This is an optimization exercise on Yosys and OpenROAD, whose aim is small area and few clock cycles, not a production implementation.
Function was checked by simulation only, so behaviour that the tests miss may differ from the original.

$ cat design/flow/run.sh
#!/bin/bash
# synth_recipe.tcl (not shown) runs the flow's synth.tcl, then flattens the netlist and writes it again
# the make line also repeats each setting of config.mk as NAME=value (left out here)
make -C /OpenROAD-flow-scripts/flow DESIGN_CONFIG=/design/flow/config.mk WORK_HOME=/design/flow/orfs CLKGATE_MAP_FILE= SYNTH_SCRIPT=/design/flow/synth_recipe.tcl finish
$ cat design/flow/config.mk
export PLATFORM = sky130hd
export DESIGN_NAME = block_mean_ascii_quantizer
export DESIGN_NICKNAME = block_mean_ascii_quantizer
export VERILOG_FILES = /design/flow/design.v
export SDC_FILE = /design/flow/constraint.sdc
export NUM_CORES = 4
export LEC_CHECK = 0
export CAP_MARGIN = 20
export CORE_MARGIN = 2
export CORE_UTILIZATION = 45
export SLEW_MARGIN = 20
$ cat design/flow/constraint.sdc
create_clock -name core_clock -period 9.0 [get_ports {clk_i}]
set_input_delay 1.8000 -clock core_clock [delete_from_list [all_inputs] [get_ports {clk_i}]]
set_output_delay 1.8000 -clock core_clock [all_outputs]
set_load 0.01 [all_outputs]
$ cat design/flow/design.v
`default_nettype none
package bmaq_pkg;
  localparam int PIX_W      = 8;
  localparam int SUM_W      = 13;
  localparam int ROW_W      = 12;
  localparam int CODE_W     = 7;
  localparam int WIDTH_W    = 10;
  localparam int HEIGHT_W   = 12;
  localparam int CFG_DATA_W = 12;
  localparam int CFG_IDX_W  = 1;
  localparam int IDX_W      = 4;
  localparam int RampLevels = 9;
  localparam int NumThr     = RampLevels - 1;
  localparam int MAX_WIDTH_DEF  = 512;
  localparam int BLOCK_ROWS_DEF = 6;
  localparam int BLOCK_COLS_DEF = 3;
  localparam int SUM_DEPTH_DEF  = (MAX_WIDTH_DEF + BLOCK_COLS_DEF - 1) / BLOCK_COLS_DEF;
  localparam logic [WIDTH_W-1:0]  WIDTH_RESET  = 10'd400;
  localparam logic [HEIGHT_W-1:0] HEIGHT_RESET = 12'd220;
  localparam logic [CODE_W-1:0]   CHAR_NEWLINE = 7'd10;
  typedef enum logic [CFG_IDX_W-1:0] {
    CFG_IMAGE_WIDTH  = 1'b0,
    CFG_IMAGE_HEIGHT = 1'b1
  } cfg_reg_e;
endpackage
`default_nettype wire
`default_nettype none
module bmaq_sum_ram #(
  parameter int NWIN   = 8,
  parameter int NIB_W  = 4,
  parameter int MAXLEN = 511 - 3 * NWIN,
  parameter int LEN_W  = $clog2(MAXLEN + 1),
  parameter int WIN_W  = (NWIN > 1) ? $clog2(NWIN) : 1
) (
  input  wire logic               clk_i,
  input  wire logic [LEN_W-1:0]   len_i,      
  input  wire logic [NWIN-1:0]    grp_on_i,   
  input  wire logic [WIN_W-1:0]   win_i,      
  input  wire logic               wr_i,
  input  wire logic [3*NIB_W-1:0] wr_data_i,
  output logic      [3*NIB_W-1:0] rd_data_o
);
  localparam int NSlot = 3 * NWIN + 1;
  logic [NIB_W-1:0] tail;
  logic [NIB_W-1:0] x [NSlot];
  logic [NIB_W-1:0] grp_in [NWIN+1];
  always_ff @(posedge clk_i) begin
    x[0] <= tail;
  end
  assign grp_in[0] = x[0];
  for (genvar g = 0; g < NWIN; g++) begin : g_grp
    logic wr;
    assign wr = wr_i && (win_i == WIN_W'(g));
    always_ff @(posedge clk_i) begin
      x[3*g+1] <= wr ? wr_data_i[3*NIB_W-1:2*NIB_W] : grp_in[g];
      x[3*g+2] <= wr ? wr_data_i[2*NIB_W-1:NIB_W]   : x[3*g+1];
      x[3*g+3] <= wr ? wr_data_i[NIB_W-1:0]         : x[3*g+2];
    end
    assign grp_in[g+1] = grp_on_i[g] ? x[3*g+3] : grp_in[g];
  end
  always_comb begin
    rd_data_o = '0;
    for (int m = 0; m < NWIN; m++) begin
      if (win_i == WIN_W'(m)) rd_data_o = {x[3*m], x[3*m+1], x[3*m+2]};
    end
  end
  localparam int NPow = $clog2(MAXLEN + 2) - 1;
  localparam int Rem  = MAXLEN - ((1 << NPow) - 1);
  localparam int NSeg = (Rem > 0) ? NPow + 1 : NPow;
  logic [NSeg-1:0]  use_seg;
  logic [LEN_W-1:0] len_rest;
  always_comb begin
    len_rest = len_i;
    use_seg  = '0;
    if (Rem > 0 && len_i > LEN_W'((1 << NPow) - 1)) begin
      len_rest        = len_i - LEN_W'(Rem);
      use_seg[NSeg-1] = 1'b1;
    end
    use_seg[NPow-1:0] = len_rest[NPow-1:0];
  end
  logic [NIB_W-1:0] link [NSeg+1];
  assign link[0] = grp_in[NWIN];
  for (genvar s = 0; s < NSeg; s++) begin : g_seg
    localparam int Len = (s < NPow) ? (1 << s) : Rem;
    logic [NIB_W-1:0] q [Len];
    always_ff @(posedge clk_i) begin
      q[0] <= link[s];
      for (int i = 1; i < Len; i++) q[i] <= q[i-1];
    end
    assign link[s+1] = use_seg[s] ? q[Len-1] : link[s];
  end
  assign tail = link[NSeg];
endmodule
`default_nettype wire
`default_nettype none
import bmaq_pkg::*;
module block_mean_ascii_quantizer #(
  parameter int MAX_WIDTH  = bmaq_pkg::MAX_WIDTH_DEF,
  parameter int BLOCK_ROWS = bmaq_pkg::BLOCK_ROWS_DEF,
  parameter int BLOCK_COLS = bmaq_pkg::BLOCK_COLS_DEF
) (
  input  wire logic                            clk_i,
  input  wire logic                            rst_ni,
  input  wire logic                            cfg_we_i,
  input  wire logic [bmaq_pkg::CFG_IDX_W-1:0]  cfg_index_i,
  input  wire logic [bmaq_pkg::CFG_DATA_W-1:0] cfg_data_i,
  input  wire logic                            s_axis_tvalid_i,
  output logic                                 s_axis_tready_o,
  input  wire logic [7:0]                      s_axis_tdata_i,    
  output logic                                 m_axis_tvalid_o,
  input  wire logic                            m_axis_tready_i,
  output logic      [7:0]                      m_axis_tdata_o,    
  output logic                                 m_axis_tlast_o,
  output logic      [0:0]                      m_axis_tuser_o     
);
  localparam int NWin  = 8;
  localparam int WinW  = $clog2(NWin);
  localparam int ColW  = $clog2(MAX_WIDTH);
  localparam int LenW  = $clog2(MAX_WIDTH - 3 * NWin);
  localparam int SubW  = (BLOCK_COLS > 1) ? $clog2(BLOCK_COLS) : 1;
  localparam int RibW  = (BLOCK_ROWS > 1) ? $clog2(BLOCK_ROWS) : 1;
  localparam int RowSW = $clog2(BLOCK_COLS * 255 + 1);
  localparam int AccW  = $clog2(BLOCK_ROWS * BLOCK_COLS * 255 + 1);
  localparam int NibW  = 4;
  localparam int StoW  = NibW * BLOCK_COLS;
  localparam int ThrW  = $clog2(228 * BLOCK_ROWS * BLOCK_COLS + 1);
  localparam int CmpW  = (ThrW > AccW) ? ThrW : AccW;
  logic [ColW-1:0]     wl_q;
  logic [HEIGHT_W-1:0] hl_q;
  logic [WIDTH_W-1:0]  cfg_w;
  logic [HEIGHT_W-1:0] cfg_h;
  assign cfg_w = cfg_data_i[WIDTH_W-1:0];
  assign cfg_h = cfg_data_i[HEIGHT_W-1:0];
  always_ff @(posedge clk_i or negedge rst_ni) begin
    if (!rst_ni) begin
      wl_q <= ColW'(WIDTH_RESET - 1);
      hl_q <= HEIGHT_RESET - 1;
    end else if (cfg_we_i) begin
      case (cfg_index_i)
        CFG_IMAGE_WIDTH: begin
          if (cfg_w == '0) begin
            wl_q <= '0;
          end else if (cfg_w > WIDTH_W'(MAX_WIDTH)) begin
            wl_q <= ColW'(MAX_WIDTH - 1);
          end else begin
            wl_q <= ColW'(cfg_w - WIDTH_W'(1));
          end
        end
        CFG_IMAGE_HEIGHT: hl_q <= (cfg_h == '0) ? '0 : cfg_h - HEIGHT_W'(1);
        default: ;
      endcase
    end
  end
  logic [NWin-1:0] grp_on;
  logic [LenW-1:0] ring_len;
  always_comb begin
    ring_len = LenW'(wl_q);
    for (int g = 0; g < NWin; g++) begin
      grp_on[g] = wl_q >= ColW'(3 * g + 3);
      if (wl_q >= ColW'(3 * g + 3)) ring_len = LenW'(wl_q - ColW'(3 * g + 3));
    end
  end
  logic [ColW-1:0]  col_q;
  logic [SubW-1:0]  sub_q;
  logic [ROW_W-1:0] row_q;
  logic [RibW-1:0]  rib_q;
  logic [ColW-1:0]  lag_q, lag_d;
  logic             row_end, img_end, band_end, sub_last, block_end, first_row;
  logic             band_start, use_ring, tap_ok, emit, accept, out_free;
  logic [WinW-1:0]  win;
  always_comb begin
    row_end    = col_q == wl_q;
    img_end    = row_q == hl_q;
    band_end   = img_end || (rib_q == RibW'(BLOCK_ROWS - 1));
    sub_last   = sub_q == SubW'(BLOCK_COLS - 1);
    block_end  = row_end || sub_last;
    first_row  = rib_q == '0;
    band_start = first_row && (col_q == '0);
    use_ring   = sub_last && !row_end;
    emit       = band_end && block_end;
  end
  always_comb begin
    tap_ok = 1'b0;
    win    = '0;
    for (int m = 0; m < NWin; m++) begin
      if (lag_q == ColW'(3 * m + 1)) begin
        tap_ok = grp_on[m];
        win    = WinW'(m);
      end
    end
  end
  assign s_axis_tready_o = (!use_ring || tap_ok) && (!emit || out_free);
  assign accept          = s_axis_tvalid_i && s_axis_tready_o;
  always_comb begin
    if (band_start) begin
      lag_d = ColW'(1);
    end else if (accept) begin
      lag_d = lag_q;
    end else if (lag_q == wl_q) begin
      lag_d = '0;
    end else begin
      lag_d = lag_q + ColW'(1);
    end
  end
  always_ff @(posedge clk_i) begin
    lag_q <= lag_d;
  end
  always_ff @(posedge clk_i or negedge rst_ni) begin
    if (!rst_ni) begin
      col_q <= '0;
      sub_q <= '0;
      row_q <= '0;
      rib_q <= '0;
    end else if (accept) begin
      if (row_end) begin
        col_q <= '0;
        sub_q <= '0;
        if (img_end) begin
          row_q <= '0;
          rib_q <= '0;
        end else begin
          row_q <= row_q + ROW_W'(1);
          rib_q <= band_end ? '0 : rib_q + RibW'(1);
        end
      end else begin
        col_q <= col_q + ColW'(1);
        sub_q <= sub_last ? '0 : sub_q + SubW'(1);
      end
    end
  end
  logic [StoW-1:0]  above, ring_sum, side_q;
  logic [RowSW-1:0] acc_q;
  logic [AccW-1:0]  sum;
  bmaq_sum_ram #(
    .NWIN   (NWin),
    .NIB_W  (NibW),
    .MAXLEN (MAX_WIDTH - 1 - 3 * NWin)
  ) u_sum_ram (
    .clk_i     (clk_i),
    .len_i     (ring_len),
    .grp_on_i  (grp_on),
    .win_i     (win),
    .wr_i      (accept && use_ring),
    .wr_data_i (sum[StoW-1:0]),
    .rd_data_o (ring_sum)
  );
  always_comb begin
    if (first_row) begin
      above = '0;
    end else if (row_end) begin
      above = side_q;
    end else begin
      above = ring_sum;
    end
    sum = AccW'(above) + AccW'((sub_q == '0) ? '0 : acc_q)
        + AccW'(s_axis_tdata_i[PIX_W-1:0]);
  end
  always_ff @(posedge clk_i) begin
    if (accept) begin
      acc_q <= RowSW'(((sub_q == '0) ? '0 : acc_q) + RowSW'(s_axis_tdata_i[PIX_W-1:0]));
    end
    if (accept && row_end) begin
      side_q <= sum[StoW-1:0];
    end
  end
  logic [ThrW-1:0]  thr [NumThr];
  logic [IDX_W-1:0] level;
  always_comb begin
    for (int k = 0; k < NumThr; k++) begin
      thr[k] = '0;
      for (int r = 0; r < BLOCK_ROWS; r++) begin
        for (int c = 0; c < BLOCK_COLS; c++) begin
          if (rib_q == RibW'(r) && sub_q == SubW'(c)) begin
            thr[k] = ThrW'(((k + 1) * 256 + RampLevels - 1) / RampLevels * (r + 1) * (c + 1));
          end
        end
      end
    end
    level = '0;
    for (int k = 0; k < NumThr; k++) begin
      if (CmpW'(sum) >= CmpW'(thr[k])) begin
        level = level + IDX_W'(1);
      end
    end
  end
  logic              out_valid_q, out_phase_q, out_nl_q, out_fe_q;
  logic [IDX_W-1:0]  out_level_q;
  logic [CODE_W-1:0] glyph;
  logic              out_fire;
  assign out_fire = m_axis_tvalid_o && m_axis_tready_i;
  assign out_free = !out_valid_q || (m_axis_tready_i && m_axis_tlast_o);
  always_ff @(posedge clk_i or negedge rst_ni) begin
    if (!rst_ni) begin
      out_valid_q <= 1'b0;
      out_phase_q <= 1'b0;
    end else if (accept && emit) begin
      out_valid_q <= 1'b1;
      out_phase_q <= 1'b0;
    end else if (out_fire) begin
      if (!out_phase_q && out_nl_q) begin
        out_phase_q <= 1'b1;
      end else begin
        out_valid_q <= 1'b0;
        out_phase_q <= 1'b0;
      end
    end
  end
  always_ff @(posedge clk_i) begin
    if (accept && emit) begin
      out_level_q <= level;
      out_nl_q    <= row_end;
      out_fe_q    <= img_end;
    end
  end
  always_comb begin
    case (out_level_q)
      4'd0:    glyph = 7'h20;   
      4'd1:    glyph = 7'h2E;   
      4'd2:    glyph = 7'h3A;   
      4'd3:    glyph = 7'h2D;   
      4'd4:    glyph = 7'h3D;   
      4'd5:    glyph = 7'h2A;   
      4'd6:    glyph = 7'h23;   
      4'd7:    glyph = 7'h25;   
      default: glyph = 7'h40;   
    endcase
  end
  assign m_axis_tvalid_o = out_valid_q;
  assign m_axis_tdata_o  = {1'b0, out_phase_q ? CHAR_NEWLINE : glyph};
  assign m_axis_tlast_o  = out_phase_q || !out_nl_q;
  assign m_axis_tuser_o  = out_phase_q && out_fe_q;
endmodule
`default_nettype wire
==> summary.txt, run 1 <==
outcome=complete, but fails checks; Failed Checks=negative setup slack; setup tns final=-0.831 ns; Synth-to-Final Area Change=19.8%; Clock Path Buffers=3; PortBufs=36; worst setup margin=-0.255 ns; Nets=4526; die width=354 µm; Die Height=354 µm; initial antenna violation count=2; largest net degree at the start of global routing=50; routing usage on met1=0.227; CP arrival=9.91 ns; hpwl dp=60400 µm; Starting DRT DRC Count=1954; crit start category=flop; routed wire length=96400 µm; ranking of synthesized cells by area=dfxtp_1 75%, ha_1 3.1%, o21ai_0 1.8%, nand2_1 1.7%, dfrtp_1 1.7%; H-tree Lvls=4; drt drc=0; GR Util met2=0.222; ys async rst share=0.0229; antenna cells=0; Cells after Synth=3993; CP delay by family, top=simple AND/OR/NAND/NOR gates; Synth area leader=dfxtp_1; root buf cell=clkbuf_16; crit end category=flop; Post-Synthesis Mean Instance Area=13.8 µm²; hold crit path type=flop to flop; first-pass GRT wire length=156000 µm; Final min period=9.26 ns; ANT nets after route=0; prevailing post-synth register cell=dfxtp_1; relative slew slack=0.308; starting density of the core=0.453; Via density=4.69; fraction of layout cells with a size suffix above 1=0.161; Fillers=10057; # IOs=38; CTS tree=done; final hold vios=0; Reg2Reg Depth=45; Crit path depth=45; max-cap violation count=0; RSZ-0062 raised after global routing=yes; DRT Pass-1 Iters=5; Total GRT Usage=0.155; gr busiest metal=met1; Setup violations, final=4; GRT Residual Overflow=0; top post-synthesis cells by count=2062 x dfxtp_1, 252 x nand2_1, 202 x o21ai_0; R2R setup slack=-0.26 ns; TritonCTS Sinks=2139; vias in the first global route=28613; max-slew violations=0; Clock transition at path regs=0.06 ns; die area=126000 µm²; launching point of the worst reg2reg path=lag_q[1]; post-synth top area share=0.747; Buf/Inv on CP=5; Setup Crit Path Kind=flop to flop; Multi-input gate area=11600 µm²; Core ar.=122000 µm²; largest stage delay on the critical path=0.55 ns; row count=128; critical-path cell with the highest stage delay=or4_4; CTS Buf Count=188; sequential standard cell area=43400 µm²; crit path launch=lag_q[1]; worst-skew pair later-pin latency=0.80 ns; leading cell type by number of instances after synthesis=dfxtp_1; Final Skew=0.0494 ns; post-synthesis register bit count=2139; synth warn=15; CP Data Required Time=9.66 ns; RePlAce Congestion=0.915; Setup WS pre-CTS=-0.636 ns; routed vias=28715; Post-Syn Area=55200 µm²; post-layout util=0.543; Hold Buf Count CTS=0; fmax=108 MHz; crit-path most repeated cell=ha_4; Synth cell types=112; DR WL/cell=15.7 µm; worst slew pin tran=1.03 ns; sequential area share after synthesis=0.785; Final Cycle Share=1.03; met3 usage=0.0347; number of synthesized flops with an enable pin=28; critical path peak fanout=7; syn_nets=4165
[layer usage]
metal | up-vias | routed length [µm]
li1 | 14300 | -
met1 | 13525 | 49000
met2 | 699 | 39600
met3 | 191 | 5040
met4 | 0 | 2820
met5 | - | 0
[sequential cells by signal (all words and copies together) (netlist names), named ones only]
| signal | cells |
|---|---|
| hl_q | 12 |
| acc_q | 10 |
| out_level_q | 4 |
| rib_q | 3 |
| out_fe_q | 1 |
| out_phase_q | 1 |
| out_valid_q | 1 |
| col_q | 9 |
| sub_q | 2 |
| u_sum_ram.x | 100 |
| u_sum_ram.g_seg.q | 1948 |
| out_nl_q | 1 |
| side_q | 12 |
| lag_q | 9 |
| wl_q | 9 |
| row_q | 12 |
[stage by stage]
step           area (µm²)  hold slack, ns  std cells
6_report            66200           0.279       6127
5_1_grt             66200           0.282       6127
4_1_cts             65900           0.277       6119
3_5_place_dp        59100           0.312       5769
3_3_place_gp        59100           0.310       5769
2_1_floorplan       55400           0.310       3993
[cell type report]
class                           count  share of cell area
Timing Repair Buffer              285              0.0343
Multi-Input combinational cell   1647               0.175
Sequential cell                  2139               0.655
Clock buffer                      260              0.0819
Tap cell                         1625              0.0307
Clock inverter                     78              0.0176
Inverter                           93             0.00528
[repair_timing]
item	in CTS	in global routing
setup endpoints to repair	6	7
pin swaps	15	41
gates resized for setup	43	45
setup buffers	12	10
[how the worst min path moves through the flow]
| stage | startpoint | to | cells past startpoint |
|---|---|---|---|
| floorplan | u_sum_ram.g_seg[1].q[0][0] | u_sum_ram.g_seg[1].q[1][0] | 0 |
| global placement | u_sum_ram.g_seg[2].q[2][2] | u_sum_ram.g_seg[2].q[3][2] | 0 |
| detailed placement | u_sum_ram.g_seg[4].q[14][3] | u_sum_ram.g_seg[4].q[15][3] | 0 |
| CTS | u_sum_ram.g_seg[6].q[19][3] | u_sum_ram.g_seg[6].q[20][3] | 0 |
| global route | u_sum_ram.g_seg[6].q[19][3] | u_sum_ram.g_seg[6].q[20][3] | 0 |
| finish | u_sum_ram.g_seg[6].q[19][3] | u_sum_ram.g_seg[6].q[20][3] | 0 |
[kinds of logic (layout without fill, tap and decap cells)]
kind of cell               Yosys count  count (layout)  synth area share
other                                1               1         0.0000679
adders and majority gates          150             150            0.0351
buffers and inverters              207             716            0.0151
xor gates and xnor gates            85              85            0.0140
AOI/OAI and AO/OA                  685             685            0.0816
and+or+nand+nor                    676             676            0.0597
DFF                               2139            2139             0.785
muxes                               50              50           0.00958
[cell usage in the layout (no fill, tap or decap), types with 25 or more instances in the layout]
| cell | n |
|---|---|
| clkbuf_8 | 36 |
| dfxtp_1 | 2058 |
| nor2_1 | 137 |
| nand2_1 | 249 |
| clkbuf_16 | 192 |
| nand4_1 | 37 |
| clkbuf_1 | 32 |
| dfrtp_1 | 37 |
| buf_4 | 241 |
| a31oi_1 | 28 |
| edfxtp_1 | 28 |
| nand3_1 | 38 |
| a21oi_1 | 124 |
| and2_1 | 26 |
| o21ai_0 | 198 |
| clkdlybuf4s50_1 | 35 |
| clkinv_2 | 34 |
| xor2_1 | 32 |
| nor2b_1 | 25 |
| a21o_1 | 41 |
| nor3_1 | 38 |
| inv_1 | 74 |
| mux2i_1 | 27 |
| xnor2_1 | 44 |
| ha_1 | 121 |
Testbench counts, summed over its fixed seeds: cycles 192,960.
==> run 2, diff against run 1 <==
--- a/design/flow/config.mk
+++ b/design/flow/config.mk
@@ -5,6 +5,7 @@
 export SDC_FILE = /design/flow/constraint.sdc
 export NUM_CORES = 4
 export LEC_CHECK = 0
+export ABC_AREA = 1
 export CAP_MARGIN = 20
 export CORE_MARGIN = 2
 export CORE_UTILIZATION = 45
==> summary.txt, run 2 <==
Via density=4.42; ys async rst share=0.0229; Reg2Reg Depth=60; post-layout util=0.536; drt drc=0; outcome=no timing/DRC/antenna violations; dpl cells=5867; vias in the first global route=27096; fmax=120 MHz; hold path cells=0; Setup Crit Path Kind=flop to flop; ANT nets after route=0; Setup violations, final=0; WHS Endpoint=u_sum_ram.g_seg[7].q[43][2]; critical path peak fanout=7; Clock transition at path regs=0.07 ns; hold crit path type=flop to flop; worst slew pin tran=0.961 ns; Final Skew=0.0555 ns; Starting DRT DRC Count=1705; CTS tree=done; met3 usage=0.0348; commonest cells after routing, fill and taps aside=2057 x dfxtp_1, 504 x nand2_1, 267 x inv_1; Total GRT Usage=0.147; final hold vios=0; sequential area share after synthesis=0.797; Hold Buf Count CTS=0; worst-skew pair later-pin latency=0.80 ns; leading cell type by number of instances after synthesis=dfxtp_1; Nets=4630; GR Util met2=0.207; worst setup margin=0.649 ns; crit-path most repeated cell=nand2_1; relative slew slack=0.358; Layout Cells excl Fill=6229; CP arrival=9.10 ns; RePlAce Congestion=0.889; Post-Synthesis Mean Instance Area=13.1 µm²; Die Height=352 µm; first-pass GRT wire length=144000 µm; Clock Path Buffers=3; Post-Syn Area=54400 µm²; max-cap violation count=0; prevailing post-synth register cell=dfxtp_1; row count=127; CTS Buf Count=188; Synth cell types=70; TritonCTS Sinks=2139; Synth-to-Final Area Change=18.1%; post-synthesis register bit count=2139; die area=124000 µm²; synth warn=15; crit end category=flop; Cells after Synth=4166; biggest regs=u_sum_ram.g_seg.q (1948), u_sum_ram.x (100); Final Cycle Share=0.928; Hold Startpoint=u_sum_ram.g_seg[7].q[42][2]; routed vias=27563; syn_nets=4338; starting density of the core=0.453; Top reg by flops=u_sum_ram.g_seg.q; crit start category=flop; most common cell after layout, fill and taps aside=dfxtp_1; die width=352 µm; CP Data Required Time=9.75 ns; DR WL/cell=14.3 µm; Final min period=8.35 ns; Synth area leader=dfxtp_1; ranking of synthesized cells by area=dfxtp_1 76%, nand2_1 3.5%, ha_1 3.1%, inv_1 1.9%, dfrtp_1 1.7%; DRT Pass-1 Iters=5; R2R setup slack=0.65 ns; Largest register FFs=1948; hold slack=0.285 ns; largest stage delay on the critical path=0.52 ns; post-synth top area share=0.759; number of synthesized flops with an enable pin=28; initial antenna violation count=2; largest net degree at the start of global routing=50; routing usage on met1=0.215; max-slew violations=0; H-tree Lvls=4; critical-path cell with the highest stage delay=fa_1; root buf cell=clkbuf_16; PortBufs=36; setup tns final=0 ns; GRT Residual Overflow=0; antenna cells=0; # IOs=38; top post-synthesis cells by count=2062 x dfxtp_1, 511 x nand2_1, 272 x inv_1; Setup WS pre-CTS=0.155 ns; launching point of the worst reg2reg path=lag_q[1]; Core ar.=120000 µm²; hpwl dp=55500 µm; fraction of layout cells with a size suffix above 1=0.136; gr busiest metal=met1; routed wire length=89100 µm
[run 2: repair_timing]
action	CTS	global route
setup endpoints to repair	0	8
setup buffers	0	13
resized for setup	0	52
[run 2: worst max path at each step]
stage               slack [ns]               from  cells past startpoint   end
CTS                       0.24           lag_q[1]                     62  flop
detailed placement        0.16  s_axis_tdata_i[1]                     41  flop
global route             -0.07           lag_q[1]                     64  flop
global placement          0.16  s_axis_tdata_i[1]                     41  flop
floorplan                 0.62           lag_q[0]                     60  flop
finish                    0.65           lag_q[1]                     60  flop
[run 2: through the flow]
step | cell area (µm²)
finish | 64200
global route | 64200
CTS | 64000
detailed placement | 57300
global placement | 57300
floorplan | 54400
[run 2: critical path: cells and delay by family (launching register included)]
family,cells,cell delay (ns)
buf+inv,10,0.90
fa+ha+maj,8,2.30
compound gates,9,1.34
xor+xnor,1,0.26
flops,1,0.37
simple gates,32,3.14
[run 2: cell type report]
class                           count  area [µm²]
Clock buffer                      269        5480
Inverter                          312        1180
Tap cell                         1612        2020
Timing Repair Buffer              153        1240
Sequential cell                  2139       43400
Clock inverter                     80        1140
Multi-Input combinational cell   1664        9820
Fill cell                       10019       55700
[run 2: layer usage]
metal	vias up	routed length [µm]
li1	13999	-
met1	12778	45400
met2	591	36000
met3	195	4780
met4	0	2910
met5	-	0
[run 2: kinds of logic (layout without fill, tap and decap cells)]
kind of cell    after synthesis  in the layout  share of synthesized area
compound gates              457            457                     0.0486
xor+xnor                     48             48                    0.00800
fa+ha+maj                   146            146                     0.0350
buf+inv                     363            814                     0.0259
flops                      2139           2139                      0.797
mux                           4              4                   0.000736
other cells                   1              1                  0.0000689
simple gates               1008           1008                     0.0847
==> run 3, diff against run 2 <==
--- a/design/flow/design.v
+++ b/design/flow/design.v
@@ -154,10 +154,14 @@
   logic [NWin-1:0] grp_on;
   logic [LenW-1:0] ring_len;
   always_comb begin
-    ring_len = LenW'(wl_q);
-    for (int g = 0; g < NWin; g++) begin
-      grp_on[g] = wl_q >= ColW'(3 * g + 3);
-      if (wl_q >= ColW'(3 * g + 3)) ring_len = LenW'(wl_q - ColW'(3 * g + 3));
+    for (int g = 0; g < NWin; g++) grp_on[g] = wl_q >= ColW'(3 * g + 3);
+    if (grp_on[NWin-1]) begin
+      ring_len = LenW'(wl_q - ColW'(3 * NWin));
+    end else begin
+      ring_len = '0;
+      for (int v = 0; v < 3 * NWin; v++) begin
+        if (wl_q[$clog2(3 * NWin)-1:0] == $clog2(3 * NWin)'(v)) ring_len = LenW'(v % 3);
+      end
     end
   end
   logic [ColW-1:0]  col_q;
@@ -199,12 +203,32 @@
     end else if (lag_q == wl_q) begin
       lag_d = '0;
     end else begin
-      lag_d = lag_q + ColW'(1);
+      lag_d = lag_inc;
     end
   end
   always_ff @(posedge clk_i) begin
     lag_q <= lag_d;
   end
+  logic [ColW-1:0]  col_inc, lag_inc;
+  logic [ROW_W-1:0] row_inc;
+  always_comb begin
+    logic c;
+    c = 1'b1;
+    for (int i = 0; i < ColW; i++) begin
+      col_inc[i] = col_q[i] ^ c;
+      c          = c & col_q[i];
+    end
+    c = 1'b1;
+    for (int i = 0; i < ColW; i++) begin
+      lag_inc[i] = lag_q[i] ^ c;
+      c          = c & lag_q[i];
+    end
+    c = 1'b1;
+    for (int i = 0; i < ROW_W; i++) begin
+      row_inc[i] = row_q[i] ^ c;
+      c          = c & row_q[i];
+    end
+  end
   always_ff @(posedge clk_i or negedge rst_ni) begin
     if (!rst_ni) begin
       col_q <= '0;
@@ -219,11 +243,11 @@
           row_q <= '0;
           rib_q <= '0;
         end else begin
-          row_q <= row_q + ROW_W'(1);
+          row_q <= row_inc;
           rib_q <= band_end ? '0 : rib_q + RibW'(1);
         end
       end else begin
-        col_q <= col_q + ColW'(1);
+        col_q <= col_inc;
         sub_q <= sub_last ? '0 : sub_q + SubW'(1);
       end
     end
@@ -255,9 +279,21 @@
     sum = AccW'(above) + AccW'((sub_q == '0) ? '0 : acc_q)
         + AccW'(s_axis_tdata_i[PIX_W-1:0]);
   end
+  logic [RowSW-1:0] acc_in, acc_d;
+  logic             acc_c;
+  always_comb begin
+    acc_in = (sub_q == '0) ? '0 : acc_q;
+    acc_c  = 1'b0;
+    for (int i = 0; i < RowSW; i++) begin
+      logic p;
+      p        = (i < PIX_W) ? s_axis_tdata_i[i] : 1'b0;
+      acc_d[i] = acc_in[i] ^ p ^ acc_c;
+      acc_c    = (acc_in[i] & p) | (acc_c & (acc_in[i] ^ p));
+    end
+  end
   always_ff @(posedge clk_i) begin
     if (accept) begin
-      acc_q <= RowSW'(((sub_q == '0) ? '0 : acc_q) + RowSW'(s_axis_tdata_i[PIX_W-1:0]));
+      acc_q <= acc_d;
     end
     if (accept && row_end) begin
       side_q <= sum[StoW-1:0];
@@ -265,6 +301,7 @@
   end
   logic [ThrW-1:0]  thr [NumThr];
   logic [IDX_W-1:0] level;
+  logic [NumThr-1:0] ge;
   always_comb begin
     for (int k = 0; k < NumThr; k++) begin
       thr[k] = '0;
@@ -276,12 +313,16 @@
         end
       end
     end
-    level = '0;
     for (int k = 0; k < NumThr; k++) begin
-      if (CmpW'(sum) >= CmpW'(thr[k])) begin
-        level = level + IDX_W'(1);
+      ge[k] = 1'b1;
+      for (int i = 0; i < CmpW; i++) begin
+        ge[k] = (sum[i] & ~thr[k][i]) | ((sum[i] | ~thr[k][i]) & ge[k]);
       end
     end
+    level[3] = ge[7];
+    level[2] = ge[3] & ~ge[7];
+    level[1] = (ge[1] & ~ge[3]) | (ge[5] & ~ge[7]);
+    level[0] = (ge[0] & ~ge[1]) | (ge[2] & ~ge[3]) | (ge[4] & ~ge[5]) | (ge[6] & ~ge[7]);
   end
   logic              out_valid_q, out_phase_q, out_nl_q, out_fe_q;
   logic [IDX_W-1:0]  out_level_q;
==> summary.txt, run 3 <==
RePlAce Congestion=0.939; commonest cells after routing, fill and taps aside=2062 x dfxtp_1, 554 x nand2_1, 244 x inv_1; postcts setup bufs=0; max-cap violation count=0; final hold vios=0; Final min period=7.60 ns; Resize count post-CTS=0; top post-synthesis cells by count=2062 x dfxtp_1, 554 x nand2_1, 244 x inv_1; synth warn=15; routed vias=25584; drt drc=0; relative slew slack=0.337; crit end category=flop; syn_nets=4023; row count=125; die width=345 µm; hold slack=0.284 ns; Synth-to-Final Area Change=16.8%; post-synthesis register bit count=2139; Clock Path Buffers=3; prevailing post-synth register cell=dfxtp_1; gr busiest metal=met1; Setup violations, final=0; Setup Crit Path Kind=flop to flop; PortBufs=36; crit-path most repeated cell=nand2_1; CP Data Required Time=9.70 ns; Post-Synthesis Mean Instance Area=13.4 µm²; GRT Residual Overflow=0; Hold Buf Count CTS=0; Starting DRT DRC Count=1770; ys async rst share=0.0229; post-synth top area share=0.788; setup tns final=0 ns; routed wire length=87500 µm; critical-path cell with the highest stage delay=xor2_1; Via density=4.41; Post-Syn Area=52400 µm²; antenna cells=0; root buf cell=clkbuf_16; Nets=4210; DRT Pass-1 Iters=6; fmax=132 MHz; ANT nets after route=0; worst-skew pair later-pin latency=0.77 ns; Cells after Synth=3924; Largest register FFs=1948; Top reg by flops=u_sum_ram.g_seg.q; Die Height=345 µm; met3 usage=0.0293; # IOs=38; sequential area share after synthesis=0.827; DR WL/cell=15.1 µm; TritonCTS Sinks=2139; biggest regs=u_sum_ram.g_seg.q (1948), u_sum_ram.x (100); RSZ-0062 raised after global routing=no; outcome=no timing/DRC/antenna violations; Setup WS pre-CTS=1.48 ns; starting density of the core=0.452; fraction of layout cells with a size suffix above 1=0.102; largest stage delay on the critical path=0.71 ns; routing usage on met1=0.230; vias in the first global route=25071; hpwl dp=54500 µm; Synth cell types=60; max-slew violations=0; die area=119000 µm²; GR Util met2=0.199; initial antenna violation count=4; Core ar.=116000 µm²; most common cell after layout, fill and taps aside=dfxtp_1; Total GRT Usage=0.148; Synth area leader=dfxtp_1; largest net degree at the start of global routing=50; CP arrival=8.30 ns; hold crit path type=flop to flop; Final Cycle Share=0.845; CTS Buf Count=192; Final Skew=0.0540 ns; CTS tree=done; number of synthesized flops with an enable pin=28; leading cell type by number of instances after synthesis=dfxtp_1; first-pass GRT wire length=140000 µm; ranking of synthesized cells by area=dfxtp_1 79%, nand2_1 4.0%, dfrtp_1 1.8%, inv_1 1.7%, edfxtp_1 1.6%; critical path peak fanout=18; crit start category=flop; worst setup margin=1.40 ns; worst slew pin tran=0.994 ns; Clock transition at path regs=0.06 ns; H-tree Lvls=4
run 3: final timing paths:
kind                       cells past startpoint                        start  slack (ns)                           to
max                                           46                     lag_q[0]        1.40                         flop
min                                            0  u_sum_ram.g_seg[7].q[66][3]        0.28  u_sum_ram.g_seg[7].q[67][3]
max reg2reg                                   46                     lag_q[0]        1.40                         flop
min reg2reg                                    0  u_sum_ram.g_seg[7].q[66][3]        0.28  u_sum_ram.g_seg[7].q[67][3]
max in group asynchronous                      2                       rst_ni        7.33                     col_q[3]
min in group asynchronous                      2                       rst_ni        1.16                     rib_q[0]
run 3: cell type report:
cell class | instances | area [µm²]
well taps | 1524 | 1910
repair buffers | 51 | 468
fillers | 9693 | 54700
clock buffers | 286 | 5730
clock inverters | 68 | 975
flip-flops and latches | 2139 | 43400
multi-input cells | 1460 | 7780
inverters | 267 | 1000
run 3: worst max-delay path: cells and delay by family, from the launching register on:
family,cells,cell delay [ns]
XOR/XNOR,1,0.71
adder cells (fa/ha/maj),5,1.50
AO/OA/AOI/OAI,6,1.08
flip-flops,1,0.34
AND/OR/NAND/NOR,25,2.63
buffers and inverters,9,1.29
run 3: metal layers:
layer  part of all wire  up-vias  routed length (µm)
li1                   -    12867                   -
met1               0.53    11941               46400
met2               0.39      578               34200
met3              0.051      196                4430
met4              0.027        2                2400
met5            0.00015        -                  13
run 3: logic make-up (layout without fill, tap and decap cells):
| logic type | after synthesis | in the layout | share of synthesized area |
|---|---|---|---|
| buffers and inverters | 325 | 672 | 0.0243 |
| muxes | 4 | 4 | 0.000764 |
| DFF | 2139 | 2139 | 0.827 |
| other | 1 | 1 | 0.0000716 |
| adders and majority gates | 73 | 73 | 0.0197 |
| xor gates and xnor gates | 41 | 41 | 0.00700 |
| AOI/OAI and AO/OA | 351 | 351 | 0.0388 |
| and+or+nand+nor | 990 | 990 | 0.0819 |
run 3: stage by stage:
step                area [µm²]  instances  utilization
finish                   61200       5795        0.528
global route             61200       5795        0.528
CTS                      61200       5795        0.528
detailed placement       54500       5441        0.470
global placement         54500       5441        0.470
floorplan                52400       3924            -
Testbench counts of run 3, summed over its fixed seeds: cycles 192,960.
==> run 4, diff against run 3 <==
--- a/design/flow/config.mk
+++ b/design/flow/config.mk
@@ -9,4 +9,6 @@
 export CAP_MARGIN = 20
 export CORE_MARGIN = 2
 export CORE_UTILIZATION = 45
+export CTS_BUF_LIST = sky130_fd_sc_hd__clkbuf_8
+export CTS_CLUSTER_SIZE = 30
 export SLEW_MARGIN = 20
==> summary.txt, run 4 <==
Total GRT Usage=0.151; hold path cells=0; die area=119000 µm²; CP delay by family, top=simple AND/OR/NAND/NOR gates; number of synthesized flops with an enable pin=28; DRT Pass-1 Iters=6; root buf cell=clkbuf_8; critical path peak fanout=18; post-synthesis register bit count=2139; DR WL/cell=14.9 µm; Die Height=345 µm; Hold Buf Count CTS=0; Top reg by flops=u_sum_ram.g_seg.q; top post-synthesis cells by count=2062 x dfxtp_1, 554 x nand2_1, 244 x inv_1; Reg2Reg Depth=46; CP arrival=8.45 ns; worst slew pin tran=1.00 ns; Post-Syn Area=52400 µm²; row count=125; post-synth top area share=0.788; H-tree Lvls=5; Clock Path Buffers=4; Clock transition at path regs=0.06 ns; Setup WS pre-CTS=1.48 ns; prevailing post-synth register cell=dfxtp_1; ANT nets after route=0; die width=345 µm; Hold Startpoint=u_sum_ram.g_seg[8].q[223][1]; RSZ-0062 raised after global routing=no; Synth-to-Final Area Change=16.3%; max-slew violations=0; Synth cell types=60; largest net degree at the start of global routing=50; postcts setup bufs=0; crit end category=flop; most common cell after layout, fill and taps aside=dfxtp_1; syn_nets=4023; first-pass GRT wire length=143000 µm; PortBufs=36; crit start category=flop; GRT Residual Overflow=0; final hold vios=0; hold crit path type=flop to flop; R2R setup slack=1.42 ns; commonest cells after routing, fill and taps aside=2062 x dfxtp_1, 554 x nand2_1, 411 x clkbuf_8; CTS Buf Count=327; Core ar.=116000 µm²; leading cell type by number of instances after synthesis=dfxtp_1; Final min period=7.58 ns; biggest regs=u_sum_ram.g_seg.q (1948), u_sum_ram.x (100); ranking of synthesized cells by area=dfxtp_1 79%, nand2_1 4.0%, dfrtp_1 1.8%, inv_1 1.7%, edfxtp_1 1.6%; Resize count post-CTS=0; Cells after Synth=3924; synth warn=15; max-cap violation count=0; critical-path cell with the highest stage delay=xor2_1; CP Data Required Time=9.86 ns; TritonCTS Sinks=2139; Final Skew=0.106 ns; Largest register FFs=1948; Synth area leader=dfxtp_1; Final Cycle Share=0.843; RePlAce Congestion=0.939; worst-skew pair later-pin latency=0.96 ns; initial antenna violation count=4; Post-Synthesis Mean Instance Area=13.4 µm²; drt drc=0; setup tns final=0 ns; Crit path depth=46; # IOs=38; ys async rst share=0.0229; launching point of the worst reg2reg path=lag_q[0]; Via density=4.41; Setup Crit Path Kind=flop to flop; largest stage delay on the critical path=0.70 ns; Buf/Inv on CP=9; fmax=132 MHz; routed vias=26361; worst setup margin=1.42 ns; crit-path most repeated cell=nand2_1; starting density of the core=0.452; relative slew slack=0.332; fraction of layout cells with a size suffix above 1=0.129; sequential area share after synthesis=0.827; Starting DRT DRC Count=1721; hpwl dp=54500 µm; outcome=no timing/DRC/antenna violations; WHS Endpoint=u_sum_ram.g_seg[8].q[224][1]; Nets=4345; Setup violations, final=0; vias in the first global route=26207; routed wire length=89100 µm; CTS tree=done
-- run 4: cell counts after synthesis --
No cell type changed its count.
-- run 4: worst max path at each step --
stage | start | endpoint | slack (ns)
final | lag_q[0] | flop | 1.42
after global routing | lag_q[0] | flop | 0.61
after CTS | lag_q[0] | flop | 1.51
after global placement | lag_q[0] | flop | 1.62
after detailed placement | lag_q[0] | flop | 1.48
after floorplan | lag_q[0] | flop | 3.28
-- run 4: routing by layer --
| layer | vias up | wire length, µm | track usage |
|---|---|---|---|
| met5 | - | 13 | 0 |
| met3 | 231 | 4590 | 0.0353 |
| li1 | 13174 | - | - |
| met2 | 686 | 35000 | 0.201 |
| met4 | 2 | 2930 | 0.0745 |
| met1 | 12268 | 46600 | 0.227 |
-- run 4: cell families (layout without fill, tap and decap cells) --
family,Yosys count,after routing,synth area share
xor+xnor,41,41,0.00700
other cells,1,3,0.0000716
mux,4,4,0.000764
simple gates,990,990,0.0819
buf+inv,325,856,0.0243
flops,2139,2139,0.827
compound gates,351,351,0.0388
fa+ha+maj,73,73,0.0197
-- run 4: cell type report --
class / count / area [µm²]
diodes: 2 / 5.00
clock buffers: 411 / 5660
clock inverters: 127 / 768
fillers: 9826 / 54900
inverters: 267 / 1000
multi-input cells: 1460 / 7780
flip-flops and latches: 2139 / 43400
well taps: 1524 / 1910
repair buffers: 51 / 468
-- run 4: metrics by stage --
| stage | area, µm² | instances | utilization | hold WS, ns |
|---|---|---|---|---|
| 2_1_floorplan | 52400 | 3924 | - | 0.310 |
| 3_3_place_gp | 54500 | 5441 | 0.470 | 0.310 |
| 3_5_place_dp | 54500 | 5441 | 0.470 | 0.312 |
| 4_1_cts | 60900 | 5979 | 0.526 | 0.276 |
| 5_1_grt | 60900 | 5981 | 0.526 | 0.266 |
| 6_report | 60900 | 5981 | 0.526 | 0.273 |
==> run 5, diff against run 4 <==
--- a/design/flow/config.mk
+++ b/design/flow/config.mk
@@ -8,7 +8,5 @@
 export ABC_AREA = 1
 export CAP_MARGIN = 20
 export CORE_MARGIN = 2
-export CORE_UTILIZATION = 45
-export CTS_BUF_LIST = sky130_fd_sc_hd__clkbuf_8
-export CTS_CLUSTER_SIZE = 30
+export CORE_UTILIZATION = 60
 export SLEW_MARGIN = 20
==> summary.txt, run 5 <==
# IOs=38; Clock Path Buffers=3; routed wire length=106000 µm; RePlAce Congestion=0.940; Largest register FFs=1948; Cells after Synth=3924; Clock transition at path regs=0.07 ns; H-tree Lvls=4; Nets=4197; Finished Cell Area=60200 µm²; Hold Startpoint=u_sum_ram.g_seg[7].q[36][1]; Hold Buf Count CTS=0; GRT Residual Overflow=0; Via density=4.94; sequential standard cell area=43400 µm²; setup tns final=0 ns; max-slew violations=0; relative slew slack=0.295; leading cell type by number of instances after synthesis=dfxtp_1; critical-path cell with the highest stage delay=clkinv_1; vias in the first global route=28309; CP Data Required Time=9.69 ns; critical path peak fanout=18; Resize count post-CTS=0; Fillers=5458; CTS tree=done; Reg2Reg Depth=48; fraction of layout cells with a size suffix above 1=0.0957; Multi-input gate area=7780 µm²; CP arrival=8.25 ns; die area=89700 µm²; crit-path most repeated cell=nand2_1; root buf cell=clkbuf_16; ranking of synthesized cells by area=dfxtp_1 79%, nand2_1 4.0%, dfrtp_1 1.8%, inv_1 1.7%, edfxtp_1 1.6%; most common cell after layout, fill and taps aside=dfxtp_1; synth warn=15; Setup Crit Path Kind=flop to flop; WHS Endpoint=u_sum_ram.g_seg[7].q[37][1]; Layout Cells excl Fill=5399; dpl cells=5071; largest stage delay on the critical path=0.73 ns; first-pass GRT wire length=167000 µm; DRT Pass-1 Iters=5; placed inst area=54100 µm²; R2R setup slack=1.44 ns; ANT nets after route=0; antenna cells=0; hold crit path type=flop to flop; outcome=no timing/DRC/antenna violations; number of synthesized flops with an enable pin=28; die width=300 µm; final hold vios=0; PortBufs=36; top post-synthesis cells by count=2062 x dfxtp_1, 554 x nand2_1, 244 x inv_1; sequential area share after synthesis=0.827; Synth-to-Final Area Change=14.9%; row count=108; Final min period=7.56 ns; largest net degree at the start of global routing=50; Final Skew=0.0487 ns; starting density of the core=0.605; max-cap violation count=0; Starting DRT DRC Count=1794; drt drc=0; fmax=132 MHz; Post-Syn Area=52400 µm²; launching point of the worst reg2reg path=lag_q[0]; Synth cell types=60; Total GRT Usage=0.242; Die Height=300 µm; commonest cells after routing, fill and taps aside=2062 x dfxtp_1, 554 x nand2_1, 244 x inv_1; postcts setup bufs=0; initial antenna violation count=0; TritonCTS Sinks=2139; Core ar.=86600 µm²; CTS Buf Count=180; Top reg by flops=u_sum_ram.g_seg.q; Post-Synthesis Mean Instance Area=13.4 µm²; ys async rst share=0.0229; hpwl dp=58200 µm; post-synth top area share=0.788; worst-skew pair later-pin latency=0.79 ns; DR WL/cell=19.6 µm; RSZ-0062 raised after global routing=no; syn_nets=4023; Setup violations, final=0; hold path cells=0; prevailing post-synth register cell=dfxtp_1; Final Cycle Share=0.840; crit start category=flop; worst slew pin tran=1.06 ns; biggest regs=u_sum_ram.g_seg.q (1948), u_sum_ram.x (100); routed vias=26654; crit end category=flop; post-synthesis register bit count=2139; Synth area leader=dfxtp_1
## run 5: cell families (layout without fill, tap and decap cells)
family | Yosys count | in the layout | share of synthesized area
XOR/XNOR | 41 | 41 | 0.00700
adder cells (fa/ha/maj) | 73 | 73 | 0.0197
flip-flops | 2139 | 2139 | 0.827
other | 1 | 1 | 0.0000716
AND/OR/NAND/NOR | 990 | 990 | 0.0819
AO/OA/AOI/OAI | 351 | 351 | 0.0388
multiplexers | 4 | 4 | 0.000764
buffers and inverters | 325 | 645 | 0.0243
## run 5: how the worst max path moves through the flow
stage / end / from / depth (start not counted)
after floorplan: flop / lag_q[0] / 41
after global placement: flop / lag_q[0] / 48
after detailed placement: flop / lag_q[0] / 48
after CTS: flop / lag_q[0] / 48
after global routing: flop / lag_q[0] / 48
final: flop / lag_q[0] / 48
## run 5: per-stage QoR
stage	util	hold WS [ns]	setup WS, ns
floorplan	-	0.310	3.28
finish	0.695	0.277	1.44
global route	0.695	0.289	0.575
CTS	0.695	0.276	1.52
detailed placement	0.624	0.312	1.55
global placement	0.624	0.310	1.86
## run 5: area by class of cell
type / instances / share of cell area
Clock inverter: 62 / 0.0140
Multi-Input combinational cell: 1460 / 0.129
Timing Repair Buffer: 50 / 0.00765
Clock buffer: 266 / 0.0881
Sequential cell: 2139 / 0.720
Inverter: 267 / 0.0166
Tap cell: 1155 / 0.0240
## run 5: worst max-delay path: cells and delay by family, from the launching register on
kind	cells	cell delay, ns
simple gates	29	2.73
buf+inv	9	1.76
fa+ha+maj	5	1.50
compound gates	4	0.64
xor+xnor	1	0.54
flops	1	0.35
## run 5: metal layers
layer | vias to the layer above | part of all wire | global-route usage
met3 | 174 | 0.048 | 0.0429
li1 | 12824 | - | -
met2 | 737 | 0.48 | 0.399
met1 | 12919 | 0.45 | 0.327
met5 | - | 0 | 0
met4 | 0 | 0.022 | 0.0765
==> run 6, diff against run 5 <==
--- a/design/flow/config.mk
+++ b/design/flow/config.mk
@@ -9,4 +9,6 @@
 export CAP_MARGIN = 20
 export CORE_MARGIN = 2
 export CORE_UTILIZATION = 60
+export CTS_CLUSTER_DIAMETER = 120
+export CTS_CLUSTER_SIZE = 24
 export SLEW_MARGIN = 20
==> summary.txt, run 6 <==
outcome=no timing/DRC/antenna violations; dpl cells=5071; Post-Syn Area=52400 µm²; GRT Residual Overflow=0; synth warn=15; Hold Buf Count CTS=0; Clock transition at path regs=0.11 ns; crit end category=flop; ranking of synthesized cells by area=dfxtp_1 79%, nand2_1 4.0%, dfrtp_1 1.8%, inv_1 1.7%, edfxtp_1 1.6%; Via density=4.94; critical-path cell with the highest stage delay=clkinv_1; TritonCTS Sinks=2139; prevailing post-synth register cell=dfxtp_1; final hold vios=0; row count=108; Final Cycle Share=0.841; Nets=4116; most common cell after layout, fill and taps aside=dfxtp_1; Starting DRT DRC Count=1753; syn_nets=4023; relative slew slack=0.302; setup tns final=0 ns; hold slack=0.313 ns; worst-skew pair later-pin latency=0.71 ns; vias in the first global route=26445; Layout Cells excl Fill=5187; DR WL/cell=18.3 µm; CP arrival=8.23 ns; post-layout util=0.654; Setup Crit Path Kind=flop to flop; Die Height=300 µm; critical path peak fanout=18; post-synthesis register bit count=2139; max-slew violations=0; ys async rst share=0.0229; fmax=132 MHz; crit-path most repeated cell=nand2_1; crit start category=flop; Final min period=7.57 ns; starting density of the core=0.605; Core ar.=86600 µm²; Resize count post-CTS=0; die width=300 µm; routed wire length=94900 µm; largest stage delay on the critical path=0.73 ns; PortBufs=36; sequential area share after synthesis=0.827; Synth cell types=60; Synth-to-Final Area Change=8.18%; number of synthesized flops with an enable pin=28; postcts setup bufs=0; DRT Pass-1 Iters=6; Clock Path Buffers=3; max-cap violation count=0; CTS Buf Count=99; Cells after Synth=3924; hold crit path type=flop to flop; Post-Synthesis Mean Instance Area=13.4 µm²; Setup violations, final=0; commonest cells after routing, fill and taps aside=2062 x dfxtp_1, 554 x nand2_1, 244 x inv_1; Final Skew=0.0306 ns; Synth area leader=dfxtp_1; hpwl dp=58200 µm; worst slew pin tran=1.05 ns; routed vias=25604; RSZ-0062 raised after global routing=no; Total GRT Usage=0.216; # IOs=38; CTS tree=done; first-pass GRT wire length=152000 µm; fraction of layout cells with a size suffix above 1=0.0565; CP Data Required Time=9.66 ns; drt drc=0; H-tree Lvls=3; largest net degree at the start of global routing=50; biggest regs=u_sum_ram.g_seg.q (1948), u_sum_ram.x (100); Largest register FFs=1948; initial antenna violation count=0; post-synth top area share=0.788; top post-synthesis cells by count=2062 x dfxtp_1, 554 x nand2_1, 244 x inv_1; antenna cells=0; ANT nets after route=0; leading cell type by number of instances after synthesis=dfxtp_1; root buf cell=clkbuf_16; RePlAce Congestion=0.940; Top reg by flops=u_sum_ram.g_seg.q; die area=89700 µm²
-- run 6: cell counts after synthesis --
No cell type changed its count.
-- run 6: worst paths after layout --
| check | from | end | slack, ns | depth (start not counted) |
|---|---|---|---|---|
| worst min-delay path | u_sum_ram.g_seg[6].q[53][2] | u_sum_ram.g_seg[6].q[54][2] | 0.31 | 0 |
| worst max-delay path | lag_q[0] | flop | 1.43 | 48 |
| worst min register to register | u_sum_ram.g_seg[6].q[53][2] | u_sum_ram.g_seg[6].q[54][2] | 0.31 | 0 |
| max in group asynchronous | rst_ni | wl_q[6] | 7.36 | 2 |
| worst max register to register | lag_q[0] | flop | 1.43 | 48 |
| min in group asynchronous | rst_ni | out_phase_q | 1.18 | 2 |
-- run 6: final cells by class --
cell class / instances / area [µm²]
flip-flops and latches: 2139 / 43400
fillers: 6030 / 29900
multi-input cells: 1460 / 7780
clock buffers: 107 / 2510
well taps: 1155 / 1450
inverters: 267 / 1000
repair buffers: 50 / 460
clock inverters: 9 / 128
-- run 6: kinds of logic (layout without fill, tap and decap cells) --
kind of cell,after synthesis,after routing,synth area share
xor gates and xnor gates,41,41,0.00700
adders and majority gates,73,73,0.0197
muxes,4,4,0.000764
AOI/OAI and AO/OA,351,351,0.0388
DFF,2139,2139,0.827
other,1,1,0.0000716
buffers and inverters,325,433,0.0243
and+or+nand+nor,990,990,0.0819
-- run 6: layer usage --
metal	GRT usage	wire, µm
met5	0	0
met4	0.0542	2000
met3	0.0339	4370
met2	0.342	43200
met1	0.314	45400
-- run 6: critical path, delay by kind of cell (launching register included) --
family / cells / cell delay (ns)
DFF: 1 / 0.37
buffers and inverters: 9 / 1.75
and+or+nand+nor: 29 / 2.73
xor gates and xnor gates: 1 / 0.52
adders and majority gates: 5 / 1.51
AOI/OAI and AO/OA: 4 / 0.64
-- run 6: through the flow --
stage,cell area [µm²],setup slack (ns)
2_1_floorplan,52400,3.28
3_3_place_gp,54000,1.86
3_5_place_dp,54100,1.55
4_1_cts,56700,1.50
5_1_grt,56700,0.554
6_report,56700,1.43
==> run 7, diff against run 6 <==
--- a/design/flow/config.mk
+++ b/design/flow/config.mk
@@ -9,6 +9,6 @@
 export CAP_MARGIN = 20
 export CORE_MARGIN = 2
 export CORE_UTILIZATION = 60
-export CTS_CLUSTER_DIAMETER = 120
-export CTS_CLUSTER_SIZE = 24
+export CTS_CLUSTER_DIAMETER = 100
+export CTS_CLUSTER_SIZE = 28
 export SLEW_MARGIN = 20
==> summary.txt, run 7 <==
outcome=no timing/DRC/antenna violations; CTS Buf Count=88; sequential area share after synthesis=0.827; launching point of the worst reg2reg path=lag_q[0]; number of synthesized flops with an enable pin=28; worst slew pin tran=1.08 ns; max-slew violations=0; DRT Pass-1 Iters=8; postcts setup bufs=0; Total GRT Usage=0.214; initial antenna violation count=0; RePlAce Congestion=0.940; hold slack=0.314 ns; Hold Buf Count CTS=0; largest stage delay on the critical path=0.73 ns; dpl cells=5071; Core ar.=86600 µm²; hpwl dp=58200 µm; crit end category=flop; CP Data Required Time=9.64 ns; Synth cell types=60; Post-Syn Area=52400 µm²; vias in the first global route=26093; Post-Synthesis Mean Instance Area=13.4 µm²; Largest register FFs=1948; R2R setup slack=1.35 ns; Final min period=7.65 ns; PortBufs=36; CP arrival=8.29 ns; ys async rst share=0.0229; GRT Residual Overflow=0; TritonCTS Sinks=2139; post-synth top area share=0.788; Layout Cells excl Fill=5176; most common cell after layout, fill and taps aside=dfxtp_1; H-tree Lvls=3; Synth-to-Final Area Change=7.79%; synth warn=15; ANT nets after route=0; Resize count post-CTS=0; largest net degree at the start of global routing=50; Setup violations, final=0; Clock Path Buffers=3; first-pass GRT wire length=150000 µm; row count=108; CTS tree=done; worst-skew pair later-pin latency=0.71 ns; Top reg by flops=u_sum_ram.g_seg.q; starting density of the core=0.605; Synth area leader=dfxtp_1; root buf cell=clkbuf_16; RSZ-0062 raised after global routing=no; worst setup margin=1.35 ns; ranking of synthesized cells by area=dfxtp_1 79%, nand2_1 4.0%, dfrtp_1 1.8%, inv_1 1.7%, edfxtp_1 1.6%; post-synthesis register bit count=2139; crit path launch=lag_q[0]; drt drc=0; Reg2Reg Depth=48; leading cell type by number of instances after synthesis=dfxtp_1; Setup Crit Path Kind=flop to flop; DR WL/cell=18.2 µm; Starting DRT DRC Count=1583; max-cap violation count=0; routed wire length=94300 µm; crit-path most repeated cell=nand2_1; critical path peak fanout=18; relative slew slack=0.278; antenna cells=0; critical-path cell with the highest stage delay=clkinv_1; top post-synthesis cells by count=2062 x dfxtp_1, 554 x nand2_1, 244 x inv_1; fmax=131 MHz; Die Height=300 µm; fraction of layout cells with a size suffix above 1=0.0550; Via density=4.93; crit start category=flop; Clock transition at path regs=0.12 ns; Multi-input gate area=7780 µm²; Nets=4105; sequential standard cell area=43400 µm²; Final Cycle Share=0.850; syn_nets=4023; Cells after Synth=3924; final hold vios=0; hold crit path type=flop to flop; prevailing post-synth register cell=dfxtp_1; Setup WS pre-CTS=1.55 ns; setup tns final=0 ns; commonest cells after routing, fill and taps aside=2062 x dfxtp_1, 554 x nand2_1, 244 x inv_1; Final Skew=0.0278 ns; biggest regs=u_sum_ram.g_seg.q (1948), u_sum_ram.x (100); Fillers=6063; # IOs=38; routed vias=25509; die area=89700 µm²; die width=300 µm
[run 7: cell counts after synthesis]
No cell type changed its count.
[run 7: cells by family (layout without fill, tap and decap cells)]
| group | count (synthesis) | after routing | share of synthesized area |
|---|---|---|---|
| mux | 4 | 4 | 0.000764 |
| xor+xnor | 41 | 41 | 0.00700 |
| other cells | 1 | 1 | 0.0000716 |
| fa+ha+maj | 73 | 73 | 0.0197 |
| simple gates | 990 | 990 | 0.0819 |
| flops | 2139 | 2139 | 0.827 |
| compound gates | 351 | 351 | 0.0388 |
| buf+inv | 325 | 422 | 0.0243 |
[run 7: cell type report]
class / instances / share of cell area
Sequential cell: 2139 / 0.768
Multi-Input combinational cell: 1460 / 0.138
Clock inverter: 11 / 0.00295
Clock buffer: 94 / 0.0401
Tap cell: 1155 / 0.0256
Timing Repair Buffer: 50 / 0.00815
Inverter: 267 / 0.0177
[run 7: critical path: cells and delay by family (launching register included)]
| kind | cells | cell delay (ns) |
|---|---|---|
| simple gates | 29 | 2.70 |
| buf+inv | 9 | 1.77 |
| fa+ha+maj | 5 | 1.50 |
| compound gates | 4 | 0.65 |
| xor+xnor | 1 | 0.55 |
| flops | 1 | 0.38 |
[run 7: through the flow]
stage                      util  instance area [µm²]
after floorplan               -                52400
after global placement    0.624                54000
after detailed placement  0.624                54100
after CTS                 0.652                56500
after global routing      0.652                56500
final                     0.652                56500
[run 7: layer usage]
metal | global-route usage | vias up | share of wire | wire (µm)
met5 | 0 | - | 0 | 0
met1 | 0.314 | 12256 | 0.48 | 45500
met3 | 0.0332 | 158 | 0.044 | 4170
met2 | 0.336 | 580 | 0.45 | 42500
li1 | - | 12515 | - | -
met4 | 0.0562 | 0 | 0.023 | 2180
[run 7: worst min-delay path by stage]
stage | start | to | cells after the start
after floorplan | u_sum_ram.g_seg[1].q[0][0] | u_sum_ram.g_seg[1].q[1][0] | 0
after global placement | u_sum_ram.g_seg[7].q[36][1] | u_sum_ram.g_seg[7].q[37][1] | 0
after detailed placement | u_sum_ram.g_seg[6].q[23][2] | u_sum_ram.g_seg[6].q[24][2] | 0
after CTS | u_sum_ram.g_seg[5].q[28][3] | u_sum_ram.g_seg[5].q[29][3] | 0
after global routing | u_sum_ram.g_seg[6].q[61][3] | u_sum_ram.g_seg[6].q[62][3] | 0
final | u_sum_ram.g_seg[6].q[61][3] | u_sum_ram.g_seg[6].q[62][3] | 0
==> run 8, diff against run 7 <==
--- a/design/flow/design.v
+++ b/design/flow/design.v
@@ -268,7 +268,9 @@
     .wr_data_i (sum[StoW-1:0]),
     .rd_data_o (ring_sum)
   );
+  logic [RowSW-1:0] acc_in, acc_d;
   always_comb begin
+    logic c;
     if (first_row) begin
       above = '0;
     end else if (row_end) begin
@@ -276,19 +278,21 @@
     end else begin
       above = ring_sum;
     end
-    sum = AccW'(above) + AccW'((sub_q == '0) ? '0 : acc_q)
-        + AccW'(s_axis_tdata_i[PIX_W-1:0]);
-  end
-  logic [RowSW-1:0] acc_in, acc_d;
-  logic             acc_c;
-  always_comb begin
     acc_in = (sub_q == '0) ? '0 : acc_q;
-    acc_c  = 1'b0;
+    c      = 1'b0;
     for (int i = 0; i < RowSW; i++) begin
       logic p;
       p        = (i < PIX_W) ? s_axis_tdata_i[i] : 1'b0;
-      acc_d[i] = acc_in[i] ^ p ^ acc_c;
-      acc_c    = (acc_in[i] & p) | (acc_c & (acc_in[i] ^ p));
+      acc_d[i] = acc_in[i] ^ p ^ c;
+      c        = (acc_in[i] & p) | (c & (acc_in[i] ^ p));
+    end
+    c = 1'b0;
+    for (int i = 0; i < AccW; i++) begin
+      logic x, y;
+      x      = (i < StoW) ? above[i] : 1'b0;
+      y      = (i < RowSW) ? acc_d[i] : 1'b0;
+      sum[i] = x ^ y ^ c;
+      c      = (x & y) | (c & (x ^ y));
     end
   end
   always_ff @(posedge clk_i) begin
==> summary.txt, run 8 <==
critical path peak fanout=13; Final Skew=0.0519 ns; Hold Startpoint=u_sum_ram.g_seg[7].q[17][1]; first-pass GRT wire length=143000 µm; fraction of layout cells with a size suffix above 1=0.0614; Hold Buf Count CTS=0; outcome=no timing/DRC/antenna violations; # IOs=38; postcts setup bufs=0; post-layout util=0.651; CTS tree=done; starting density of the core=0.603; most common cell after layout, fill and taps aside=dfxtp_1; Resize count post-CTS=0; syn_nets=3934; largest net degree at the start of global routing=50; row count=108; H-tree Lvls=3; R2R setup slack=0.91 ns; launching point of the worst reg2reg path=lag_q[0]; Synth cell types=64; Total GRT Usage=0.203; largest stage delay on the critical path=0.42 ns; prevailing post-synth register cell=dfxtp_1; ANT nets after route=0; crit end category=flop; post-synthesis register bit count=2139; RSZ-0062 raised after global routing=no; Synth area leader=dfxtp_1; worst-skew pair later-pin latency=0.68 ns; fmax=124 MHz; CP arrival=8.66 ns; biggest regs=u_sum_ram.g_seg.q (1948), u_sum_ram.x (100); root buf cell=clkbuf_16; RePlAce Congestion=0.872; Adder-Cell Fraction of Synth Area=0.0179; number of synthesized flops with an enable pin=28; Die Height=299 µm; ranking of synthesized cells by area=dfxtp_1 79%, nand2_1 3.8%, dfrtp_1 1.8%, nand3_1 1.7%, inv_1 1.6%; max-cap violation count=0; vias in the first global route=25817; Nets=4021; GRT Residual Overflow=0; Clock transition at path regs=0.10 ns; synth warn=15; Synth-to-Final Area Change=7.99%; Final Cycle Share=0.899; post-synth top area share=0.793; PortBufs=36; Simple-Gate Fraction of Synth Area=0.0811; sequential area share after synthesis=0.833; hold path cells=0; DRT Pass-1 Iters=6; Synth Area in XOR/XNOR=0.00553; Finished Cell Area=56200 µm²; CP Data Required Time=9.57 ns; WHS Endpoint=u_sum_ram.g_seg[7].q[18][1]; max-slew violations=0; Top reg by flops=u_sum_ram.g_seg.q; TritonCTS Sinks=2139; die area=89200 µm²; routed vias=24695; routed wire length=88800 µm; Via density=4.84; commonest cells after routing, fill and taps aside=2062 x dfxtp_1, 534 x nand2_1, 225 x inv_1; sequential standard cell area=43400 µm²; hold crit path type=flop to flop; drt drc=0; main combinational cell family by area after synthesis=simple AND/OR/NAND/NOR gates; crit start category=flop; setup tns final=0 ns; Core ar.=86300 µm²; Post-Syn Area=52100 µm²; Final min period=8.09 ns; DR WL/cell=17.4 µm; final hold vios=0; Fillers=6023; crit-path most repeated cell=inv_1; Setup Crit Path Kind=flop to flop; antenna cells=0; Setup violations, final=0; Post-Synthesis Mean Instance Area=13.5 µm²; Starting DRT DRC Count=1669; ys async rst share=0.0229; post-synthesis mux area share=0; CTS Buf Count=88; relative slew slack=0.306; Multi-input gate area=7450 µm²; hold slack=0.302 ns; Synth Area in Compound Gates=0.0384; Cells after Synth=3843; Reg2Reg Depth=45; leading cell type by number of instances after synthesis=dfxtp_1
-- run 8: cell types whose count changed after synthesis, sizes merged, moves of 9 or more --
cell,delta
a21oi,-34
nand3,+16
inv,-15
a22oi,+9
nor2,-30
nand2,-21
clkbuf,+9
xor2,-11
-- run 8: final cells by class --
| class | instances | share of cell area |
|---|---|---|
| Clock buffer | 93 | 0.0403 |
| Clock inverter | 10 | 0.00372 |
| Inverter | 252 | 0.0171 |
| Multi-Input combinational cell | 1388 | 0.132 |
| Sequential cell | 2139 | 0.771 |
| Tap cell | 1155 | 0.0257 |
| Timing Repair Buffer | 61 | 0.00970 |
-- run 8: cells by family after synthesis --
family                     after synthesis
adders and majority gates               65
buffers and inverters                  316
xor gates and xnor gates                32
AOI/OAI and AO/OA                      334
and+or+nand+nor                        956
DFF                                   2139
other                                    1
-- run 8: critical path, delay by kind of cell (launching register included) --
family	cells	cell delay, ns
buffers and inverters	12	1.14
adder cells (fa/ha/maj)	13	4.21
flip-flops	1	0.40
AND/OR/NAND/NOR	14	1.38
AO/OA/AOI/OAI	6	0.83
-- run 8: worst max-delay path by stage --
stage | from | to | slack [ns] | cells past startpoint
floorplan | s_axis_tdata_i[0] | flop | 1.39 | 29
global placement | s_axis_tdata_i[0] | flop | 0.55 | 30
detailed placement | s_axis_tdata_i[0] | flop | 0.53 | 30
CTS | lag_q[0] | flop | 0.94 | 47
global route | lag_q[0] | flop | 0.26 | 47
finish | lag_q[0] | flop | 0.91 | 45
-- run 8: per-layer routing --
metal,track usage,vias up,part of all wire,wire [µm]
met5,0,-,0,0
met4,0.0608,0,0.027,2370
met3,0.0252,144,0.034,3050
met2,0.331,491,0.46,41200
met1,0.288,11791,0.47,42100
li1,-,12269,-,-
-- run 8: stage by stage --
| stage | worst slack [ns] | cells |
|---|---|---|
| floorplan | 1.39 | 3843 |
| CTS | 0.944 | 5098 |
| global route | 0.259 | 5098 |
| finish | 0.912 | 5098 |
| detailed placement | 0.532 | 4995 |
| global placement | 0.549 | 4995 |
Testbench counts of run 8, summed over its fixed seeds: cycles 192,960.

[what the ideal ports hide]
How much do the figures lean on ideal ports? The routed layouts below were timed once more, with nothing changed but the port constraints.
Step 1 (the two cells are an assumption about what drives the block):
set clk [get_ports {clk_i}]
set_driving_cell -lib_cell sky130_fd_sc_hd__clkbuf_16 $clk
set_driving_cell -lib_cell sky130_fd_sc_hd__buf_2 [delete_from_list [all_inputs] $clk]
Step 2 moves the port delays by t, midway between the first and last clock arrival at a register: inputs arrive t later, outputs are due t later. That takes back most of the time a late clock gives input paths.
Slacks: no drivers / after step 1 / after step 2; pairs: no drivers / after step 1.
run | t, ns | setup slack, ns | latest minus earliest clock arrival (ns)
run 1 | 0.852 | -0.255 / -0.255 / -0.703 | 0.064 / 0.064
run 2 | 0.836 | 0.649 / 0.649 / 0.417 | 0.055 / 0.056
run 3 | 0.816 | 1.399 / 1.399 / 1.399 | 0.063 / 0.063
run 4 | 0.967 | 1.417 / 1.417 / 1.417 | 0.107 / 0.107
run 5 | 0.832 | 1.443 / 1.443 / 1.443 | 0.054 / 0.054
run 6 | 0.761 | 1.431 / 1.431 / 1.431 | 0.036 / 0.036
run 7 | 0.756 | 1.349 / 1.349 / 1.349 | 0.032 / 0.031
run 8 | 0.721 | 0.912 / 0.912 / 0.506 | 0.056 / 0.056
For run 1, which loses most, drivers alone change the setup slack by 0.000 ns; drivers and shift together by -0.448 ns.
